Context: an optimization exercise on an open-source flow, tuned for small area. The choices shown serve that exercise and are no tape-out recipe.
Function was checked by simulation only, so behaviour that the tests miss may differ from the original.
No driver is modelled on the clock port, so clock power and skew are understated where the tree is cut down; a real chip needs a root buffer or a tree.
Power and IR drop assume default switching activity.

== run a ==
==> flow/design.v <==
package tiny45_pkg;
    localparam int counter_bits  = 3;
    typedef logic [3:0] nibble_t;
    localparam logic [6:0] op_load    = 7'b0000011;
    localparam logic [6:0] op_store   = 7'b0100011;
    localparam logic [6:0] op_alu_imm = 7'b0010011;
    localparam logic [6:0] op_alu_reg = 7'b0110011;
    localparam logic [6:0] op_lui     = 7'b0110111;
    localparam logic [6:0] op_auipc   = 7'b0010111;
endpackage
module tiny45_alu (
    input  logic                first,
    input  logic                last,
    input  logic                sub,
    input  logic                slt_signed,
    input  logic                logic_op,
    input  logic [1:0]          f,
    input  tiny45_pkg::nibble_t a,
    input  tiny45_pkg::nibble_t b,
    input  logic                cy,
    output tiny45_pkg::nibble_t result,
    output logic                cy_next
);
    tiny45_pkg::nibble_t b_eff;
    tiny45_pkg::nibble_t s;
    tiny45_pkg::nibble_t g;
    logic [4:0]          c;
    logic                lt;
    assign b_eff = sub ? ~b : b;
    assign c[0]  = !logic_op && (first ? sub : cy);
    always_comb begin
        for (int i = 0; i < 4; i++) begin
            s[i]   = a[i] ^ b_eff[i] ^ c[i];
            g[i]   = (a[i] & b_eff[i]) | (c[i] & (a[i] ^ b_eff[i]));
            c[i+1] = g[i] && !logic_op;
        end
    end
    assign lt      = (slt_signed && (a[3] != b[3])) ? a[3] : !g[3];
    assign cy_next = last ? lt : g[3];
    always_comb begin
        result = s;
        if (logic_op) begin
            case (f)
                2'b10:   result = s | g;
                2'b11:   result = g;
                default: result = s;
            endcase
        end
    end
endmodule
module tiny45_registers (
    input  logic                clk,
    input  logic                swept,
    input  logic                wr_en,
    input  logic                rd_en1,      
    input  logic                rd_en2,
    input  logic [3:0]          rs1,
    input  logic [3:0]          rs2,
    input  logic [3:0]          rd,
    input  tiny45_pkg::nibble_t data_rd,
    output tiny45_pkg::nibble_t data_rs1,
    output tiny45_pkg::nibble_t data_rs2
);
    logic [31:0] regs [1:15];
    logic [15:1] we;
    logic [15:1] keep;
    always_comb begin
        for (int i = 1; i < 16; i++) begin
            we[i]   = wr_en && (rd == 4'(i));
            keep[i] = swept && !we[i];
        end
    end
    always_ff @(posedge clk) begin
        for (int i = 1; i < 16; i++) begin
            regs[i] <= {(data_rd & {4{we[i]}}) | (regs[i][3:0] & {4{keep[i]}}), regs[i][31:4]};
        end
    end
    logic [15:1] sel1;
    logic [15:1] sel2;
    logic [4:0]  grp1 [4];
    logic [4:0]  grp2 [4];
    always_comb begin
        for (int i = 1; i < 16; i++) begin
            sel1[i] = swept && rd_en1 && rs1 == 4'(i);
            sel2[i] = swept && rd_en2 && rs2 == 4'(i);
        end
    end
    for (genvar j = 0; j < 4; j++) begin : g_bit
        for (genvar k = 0; k < 5; k++) begin : g_grp
            tiny45_aoi222 u_rd1 (
                .a1 (regs[3*k+1][j]), .a2 (sel1[3*k+1]),
                .b1 (regs[3*k+2][j]), .b2 (sel1[3*k+2]),
                .c1 (regs[3*k+3][j]), .c2 (sel1[3*k+3]),
                .y  (grp1[j][k])
            );
            tiny45_aoi222 u_rd2 (
                .a1 (regs[3*k+1][j]), .a2 (sel2[3*k+1]),
                .b1 (regs[3*k+2][j]), .b2 (sel2[3*k+2]),
                .c1 (regs[3*k+3][j]), .c2 (sel2[3*k+3]),
                .y  (grp2[j][k])
            );
        end
        assign data_rs1[j] = !(&grp1[j]);
        assign data_rs2[j] = !(&grp2[j]);
    end
endmodule
module tiny45_aoi222 (
    input  logic a1,
    input  logic a2,
    input  logic b1,
    input  logic b2,
    input  logic c1,
    input  logic c2,
    output logic y
);
    assign y = !((a1 && a2) || (b1 && b2) || (c1 && c2));
endmodule
module tiny45_decoder (
    input  logic                clk,
    input  logic                swept,        
    input  logic [31:0]         instr,
    input  logic [2:0]          counter,
    input  logic                first,        
    input  logic                retired,      
    input  logic                is_store,
    input  logic                is_upper,     
    input  logic                imm_en,       
    output tiny45_pkg::nibble_t imm,
    output tiny45_pkg::nibble_t pc
);
    logic [31:0] pc_reg;                         
    logic        pc_cy;
    logic [4:0]  pc_sum;
    tiny45_pkg::nibble_t pc_nib;
    logic sel_a, sel_b, sel_c, sel_d, sel_e, sel_sign;
    assign sel_a    = imm_en && (is_upper ? counter == 3'd5 : counter == 3'd0);
    assign sel_b    = imm_en && (is_upper ? counter == 3'd6 : counter == 3'd1);
    assign sel_c    = imm_en && (is_upper ? counter == 3'd7 : counter == 3'd2);
    assign sel_d    = imm_en && is_upper && counter == 3'd3;
    assign sel_e    = imm_en && is_upper && counter == 3'd4;
    assign sel_sign = imm_en && !is_upper && counter >= 3'd3;
    always_comb begin
        for (int j = 0; j < 4; j++) begin
            imm[j] = (sel_a && (is_store ? instr[7+j] : instr[20+j]))
                   | (sel_b && ((is_store && j == 0) ? instr[11] : instr[24+j]))
                   | (sel_c && instr[28+j])
                   | (sel_d && instr[12+j])
                   | (sel_e && instr[16+j])
                   | (sel_sign && instr[31]);
        end
    end
    assign pc_nib = swept ? pc_reg[3:0] : 4'h0;
    assign pc_sum = {1'b0, pc_nib} + (first ? {2'b00, retired && swept, 2'b00} : {4'b0000, pc_cy});
    assign pc     = pc_sum[3:0];
    always_ff @(posedge clk) begin
        pc_reg <= {pc_sum[3:0], pc_reg[31:4]};
        pc_cy  <= pc_sum[4];
    end
endmodule
module tiny45_core (
    input  logic                clk,
    input  logic                rstn,
    input  logic [31:0]         instr,
    input  tiny45_pkg::nibble_t data_in,
    input  logic                load_data_ready,
    output logic                instr_complete,
    output logic [31:0]         data_out,
    output logic                address_ready,
    output logic                store_data_ready
);
    logic [2:0]          counter;
    logic                first;
    logic                last;
    logic                later;                  
    logic                is_load;
    logic                is_store;
    logic                is_alu_imm;
    logic                is_alu_reg;
    logic                is_lui;
    logic                is_auipc;
    logic                is_alu;
    logic                is_slt;
    logic [2:0]          funct3;
    logic                sub;
    logic                cy;
    logic                cy_next;
    logic                wr_en;
    tiny45_pkg::nibble_t data_rd;
    tiny45_pkg::nibble_t data_rs1;
    tiny45_pkg::nibble_t data_rs2;
    tiny45_pkg::nibble_t imm;
    tiny45_pkg::nibble_t pc;
    tiny45_pkg::nibble_t alu_a;
    tiny45_pkg::nibble_t alu_b;
    tiny45_pkg::nibble_t alu_out;
    logic [31:0]         out_word;
    logic                store_data;
    logic                use_rs1;
    logic                use_rs2;
    assign funct3     = instr[14:12];
    assign is_load    = instr[6:0] == tiny45_pkg::op_load;
    assign is_store   = instr[6:0] == tiny45_pkg::op_store;
    assign is_alu_imm = instr[6:0] == tiny45_pkg::op_alu_imm;
    assign is_alu_reg = instr[6:0] == tiny45_pkg::op_alu_reg;
    assign is_lui     = instr[6:0] == tiny45_pkg::op_lui;
    assign is_auipc   = instr[6:0] == tiny45_pkg::op_auipc;
    assign is_alu     = is_alu_imm || is_alu_reg;
    assign is_slt     = is_alu && funct3[2:1] == 2'b01;
    assign sub        = is_slt || (is_alu_reg && instr[30] && funct3 == 3'b000);
    assign first = counter == 3'd0;
    assign last  = counter == 3'd7;
    always_ff @(posedge clk) begin
        if (!rstn) begin
            counter <= '0;
        end else begin
            counter <= counter + 3'd1;
        end
    end
    logic swept;
    always_ff @(posedge clk) begin
        swept <= rstn && (swept || last);
    end
    always_ff @(posedge clk) begin
        if (!rstn) begin
            later <= 1'b0;
        end else if (last) begin
            later <= !instr_complete;
        end
    end
    tiny45_decoder u_decoder (
        .clk      (clk),
        .swept    (swept),
        .instr    (instr),
        .counter  (counter),
        .first    (first),
        .retired  (!later),
        .is_store (is_store),
        .is_upper (is_lui || is_auipc),
        .imm_en   (!use_rs2),
        .imm      (imm),
        .pc       (pc)
    );
    tiny45_registers u_registers (
        .clk      (clk),
        .swept    (swept),
        .wr_en    (wr_en),
        .rd_en1   (use_rs1),
        .rd_en2   (use_rs2),
        .rs1      (instr[18:15]),
        .rs2      (instr[23:20]),
        .rd       (instr[10:7]),
        .data_rd  (data_rd),
        .data_rs1 (data_rs1),
        .data_rs2 (data_rs2)
    );
    assign store_data = is_store && later;
    assign use_rs1 = !(is_auipc || is_lui || store_data);
    assign use_rs2 = is_alu_reg || store_data;
    assign alu_a = data_rs1 | (pc & {4{is_auipc}});
    assign alu_b = data_rs2 | imm;
    tiny45_alu u_alu (
        .first      (first),
        .last       (last),
        .sub        (sub),
        .slt_signed (!funct3[0]),
        .logic_op   (is_alu && funct3[2] && funct3[1:0] != 2'b01),
        .f          (funct3[1:0]),
        .a          (alu_a),
        .b          (alu_b),
        .cy         (cy),
        .result     (alu_out),
        .cy_next    (cy_next)
    );
    always_ff @(posedge clk) begin
        cy <= cy_next;
    end
    always_comb begin
        if (is_load) begin
            wr_en   = load_data_ready && later;
            data_rd = data_in;
        end else if (is_slt) begin
            wr_en   = later;                     
            data_rd = {3'b000, cy && first};
        end else begin
            wr_en   = is_alu || is_lui || is_auipc;
            data_rd = alu_out;
        end
    end
    always_ff @(posedge clk) begin
        out_word <= {alu_out, out_word[31:4]};
    end
    always_comb begin
        instr_complete = 1'b0;
        if (last) begin
            if (is_slt || is_store) begin
                instr_complete = later;
            end else if (is_load) begin
                instr_complete = later && load_data_ready;
            end else begin
                instr_complete = 1'b1;
            end
        end
    end
    assign data_out         = out_word;
    assign address_ready    = last && !later && (is_load || is_store);
    assign store_data_ready = last && later && is_store;
endmodule
module tiny45_top (
    input  logic                clk,
    input  logic                rstn,
    input  logic [31:0]         instr,
    input  tiny45_pkg::nibble_t data_in,
    input  logic                load_data_ready,
    output logic                instr_complete,
    output logic [31:0]         data_out,
    output logic                address_ready,
    output logic                store_data_ready
);
    tiny45_core u_core (
        .clk              (clk),
        .rstn             (rstn),
        .instr            (instr),
        .data_in          (data_in),
        .load_data_ready  (load_data_ready),
        .instr_complete   (instr_complete),
        .data_out         (data_out),
        .address_ready    (address_ready),
        .store_data_ready (store_data_ready)
    );
endmodule
==> flow/config.mk <==
export PLATFORM = sky130hd
export DESIGN_NAME = tiny45_top
export DESIGN_NICKNAME = tiny45_top
export VERILOG_FILES = /design/flow/design.v
export SDC_FILE = /design/flow/constraint.sdc
export NUM_CORES = 4
export LEC_CHECK = 0
export CAP_MARGIN = 20
export CORE_MARGIN = 2
export CORE_UTILIZATION = 65
export SLEW_MARGIN = 20
==> flow/constraint.sdc <==
create_clock -name core_clock -period 10.0 [get_ports {clk}]
set_input_delay 2.0000 -clock core_clock [delete_from_list [all_inputs] [get_ports {clk}]]
set_output_delay 2.0000 -clock core_clock [all_outputs]
set_load 0.01 [all_outputs]
standard.sh (not shown) runs the stock make flow with config.mk's settings and CLKGATE_MAP_FILE= SYNTH_SCRIPT=/design/flow/synth_recipe.tcl, a recipe that flattens the netlist after the stock synthesis.
==> flow/flow/run.sh <==
#!/bin/bash
# Own layout flow: the standard ORFS flow, with
#  - the standard synthesis script (synth_recipe.tcl) run unchanged except that
#    ABC maps the logic with an area-oriented script (flow/abc_area.abc) and
#    no full/half adder cells are extracted,
#  - the three-term AND-OR-invert cells of the register read ports
#    (module tiny45_aoi222) mapped on their own before the netlist is
#    flattened, so each becomes one a222oi cell,
#  - port buffers made of buf_1 cells instead of the resizer's default choice,
#  - clock tree synthesis with larger leaf clusters and no dummy loads, and
#    the tree's branch level removed after CTS (flow/flatten_clock.tcl), so the
#    root buffer drives every leaf buffer.
# Each tool's full output stays in the ORFS logs under orfs/logs; make's own
# output goes to make_*.log and the flattening step's to flatten_clock.log in
# this folder.
set -euo pipefail
W=$(cd "$(dirname "$0")/.." && pwd)
cd "$W"
export OWN_FLOW_DIR="$W/flow"
export FLOW_SYNTH_TCL="$W/synth_recipe.tcl"
export SYNTH_KEEP_MODULES="tiny45_aoi222"
export BUFFER_PORTS_ARGS="-buffer_cell sky130_fd_sc_hd__buf_1"
export CTS_ARGS="-sink_clustering_enable -repair_clock_nets -dont_use_dummy_load -buf_list sky130_fd_sc_hd__clkbuf_16 -sink_clustering_size 36 -sink_clustering_max_diameter 100"
sed -e "s#SYNTH_SCRIPT=[^ ]*#SYNTH_SCRIPT=$W/flow/synth.tcl#" standard.sh > "$W/own_standard.sh"
bash "$W/own_standard.sh" cts > "$W/make_cts.log" 2>&1
R="$W/orfs/results/sky130hd/tiny45_top/base"
RESULTS_DIR="$R" openroad -no_init -exit "$W/flow/flatten_clock.tcl" > "$W/flatten_clock.log" 2>&1
bash "$W/own_standard.sh" finish > "$W/make_finish.log" 2>&1
test -f "$W/out/final.def"
==> flow/flow/flatten_clock.tcl <==
# Remove the clock tree's branch buffers: every leaf buffer they drive is moved
# onto the root buffer's output net. The leaf buffers and their sinks are left
# as CTS made them, so every register keeps a clock of the same depth.
set P /OpenROAD-flow-scripts/flow/platforms/sky130hd
read_db $::env(RESULTS_DIR)/4_cts.odb
set block [ord::get_db_block]
set clk_net [$block findNet clk]
# The root buffer is the one cell the clock port drives
set roots {}
foreach it [$clk_net getITerms] {
  if { [$it isInputSignal] } { lappend roots [$it getInst] }
}
if { [llength $roots] != 1 } {
  puts "flatten_clock: the clock port drives [llength $roots] cells, leaving the tree as it is"
  exit 0
}
set root [lindex $roots 0]
set root_out [[$root findITerm X] getNet]
set moved 0
set removed 0
foreach it [$root_out getITerms] {
  if { ![$it isInputSignal] } { continue }
  set inst [$it getInst]
  set master [[$inst getMaster] getName]
  if { ![string match "sky130_fd_sc_hd__clkbuf_*" $master] } { continue }
  set out_net [[$inst findITerm X] getNet]
  if { $out_net eq "NULL" } { continue }
  # Only branch buffers, whose loads are all clock buffers, are removed
  set loads {}
  set all_bufs 1
  foreach l [$out_net getITerms] {
    if { [$l isInputSignal] } {
      lappend loads $l
      if { ![string match "sky130_fd_sc_hd__clkbuf_*" [[[$l getInst] getMaster] getName]] } { set all_bufs 0 }
    }
  }
  if { !$all_bufs || [llength $loads] == 0 } { continue }
  foreach l $loads {
    $l disconnect
    $l connect $root_out
    incr moved
  }
  $it disconnect
  [$inst findITerm X] disconnect
  odb::dbInst_destroy $inst
  odb::dbNet_destroy $out_net
  incr removed
}
puts "flatten_clock: removed $removed branch buffers, moved $moved leaf buffers onto [$root_out getName]"
write_db $::env(RESULTS_DIR)/4_cts.odb
Other scripts of this flow, unchanged in this note and not shown: flow/flow/abc_area.abc, flow/flow/synth.tcl
Relative to run a, the following input files were edited for run b:
-- flow/flow/run.sh --
<<< run a, line 22
export BUFFER_PORTS_ARGS="-buffer_cell sky130_fd_sc_hd__buf_1"
export CTS_ARGS="-sink_clustering_enable -repair_clock_nets -dont_use_dummy_load -buf_list sky130_fd_sc_hd__clkbuf_16 -sink_clustering_size 36 -sink_clustering_max_diameter 100"
sed -e "s#SYNTH_SCRIPT=[^ ]*#SYNTH_SCRIPT=$W/flow/synth.tcl#" standard.sh > "$W/own_standard.sh"
>>> run b, line 22
export BUFFER_PORTS_ARGS="-buffer_cell sky130_fd_sc_hd__buf_1"
export CTS_ARGS="-sink_clustering_enable -repair_clock_nets -dont_use_dummy_load -buf_list sky130_fd_sc_hd__buf_12 -sink_clustering_size 32 -sink_clustering_max_diameter 100"
sed -e "s#SYNTH_SCRIPT=[^ ]*#SYNTH_SCRIPT=$W/flow/synth.tcl#" standard.sh > "$W/own_standard.sh"
-- flow/flow/flatten_clock.tcl --
<<< run a, line 23
  set inst [$it getInst]
  set master [[$inst getMaster] getName]
  if { ![string match "sky130_fd_sc_hd__clkbuf_*" $master] } { continue }
  set out_net [[$inst findITerm X] getNet]
>>> run b, line 23
  set inst [$it getInst]
  # CTS names its buffers clkbuf_*
  if { ![string match "clkbuf_*" [$inst getName]] } { continue }
  set out_net [[$inst findITerm X] getNet]
<<< run a, line 33
      lappend loads $l
      if { ![string match "sky130_fd_sc_hd__clkbuf_*" [[[$l getInst] getMaster] getName]] } { set all_bufs 0 }
    }
>>> run b, line 33
      lappend loads $l
      if { ![string match "clkbuf_*" [[$l getInst] getName]] } { set all_bufs 0 }
    }
==> comparison <==
Taking run a as the reference, in run b final critical-path setup slack went up by 0.016 ns, final standard cell area without fillers fell about 0.33%, switching part of the total power rose 0.49 points. Run b vs run a: portion of the clock cycle consumed by the worst path in the final layout down in run b. | wire length per cell | run b vs run a | ≈ equal |. Run b reached the end of the flow, and the finished layout is clean on the timing, design-rule and antenna checks. As far as wire length is concerned, run b and run a perform about the same. Comparing run a with run b, the net total in the final layout came out essentially unchanged. As far as sequential cell fraction of total power is concerned, run b and run a perform about the same.

==> separate check: timing with driven ports <==
The results above use ideal ports. As a check the final layouts listed here were re-extracted and re-timed, cells and wires unchanged.
Step 1 assumes that a clkbuf_16 drives the clock port and a buf_2 every other input.
Step 2 also shifts input and output timing later by t, the mid clock arrival at the registers, as if the neighbouring blocks saw the same clock.
a / b / c = ideal / step 1 / step 2; a / b = the first two.
run	shift t [ns]	slack for setup (ns)	hold WS [ns]	worst setup path after step 2	worst register clock-pin slew, ns
run a	0.536	3.376 / 3.402 / 2.866	0.301 / 0.301 / 0.301	input to register	0.12 / 0.12
run b	0.512	3.392 / 3.418 / 2.906	0.266 / 0.266 / 0.266	input to register	0.12 / 0.12
After both steps every run listed still meets setup and hold. For run a, which loses most, drivers alone change the setup slack by +0.026 ns; drivers and shift together by -0.510 ns.
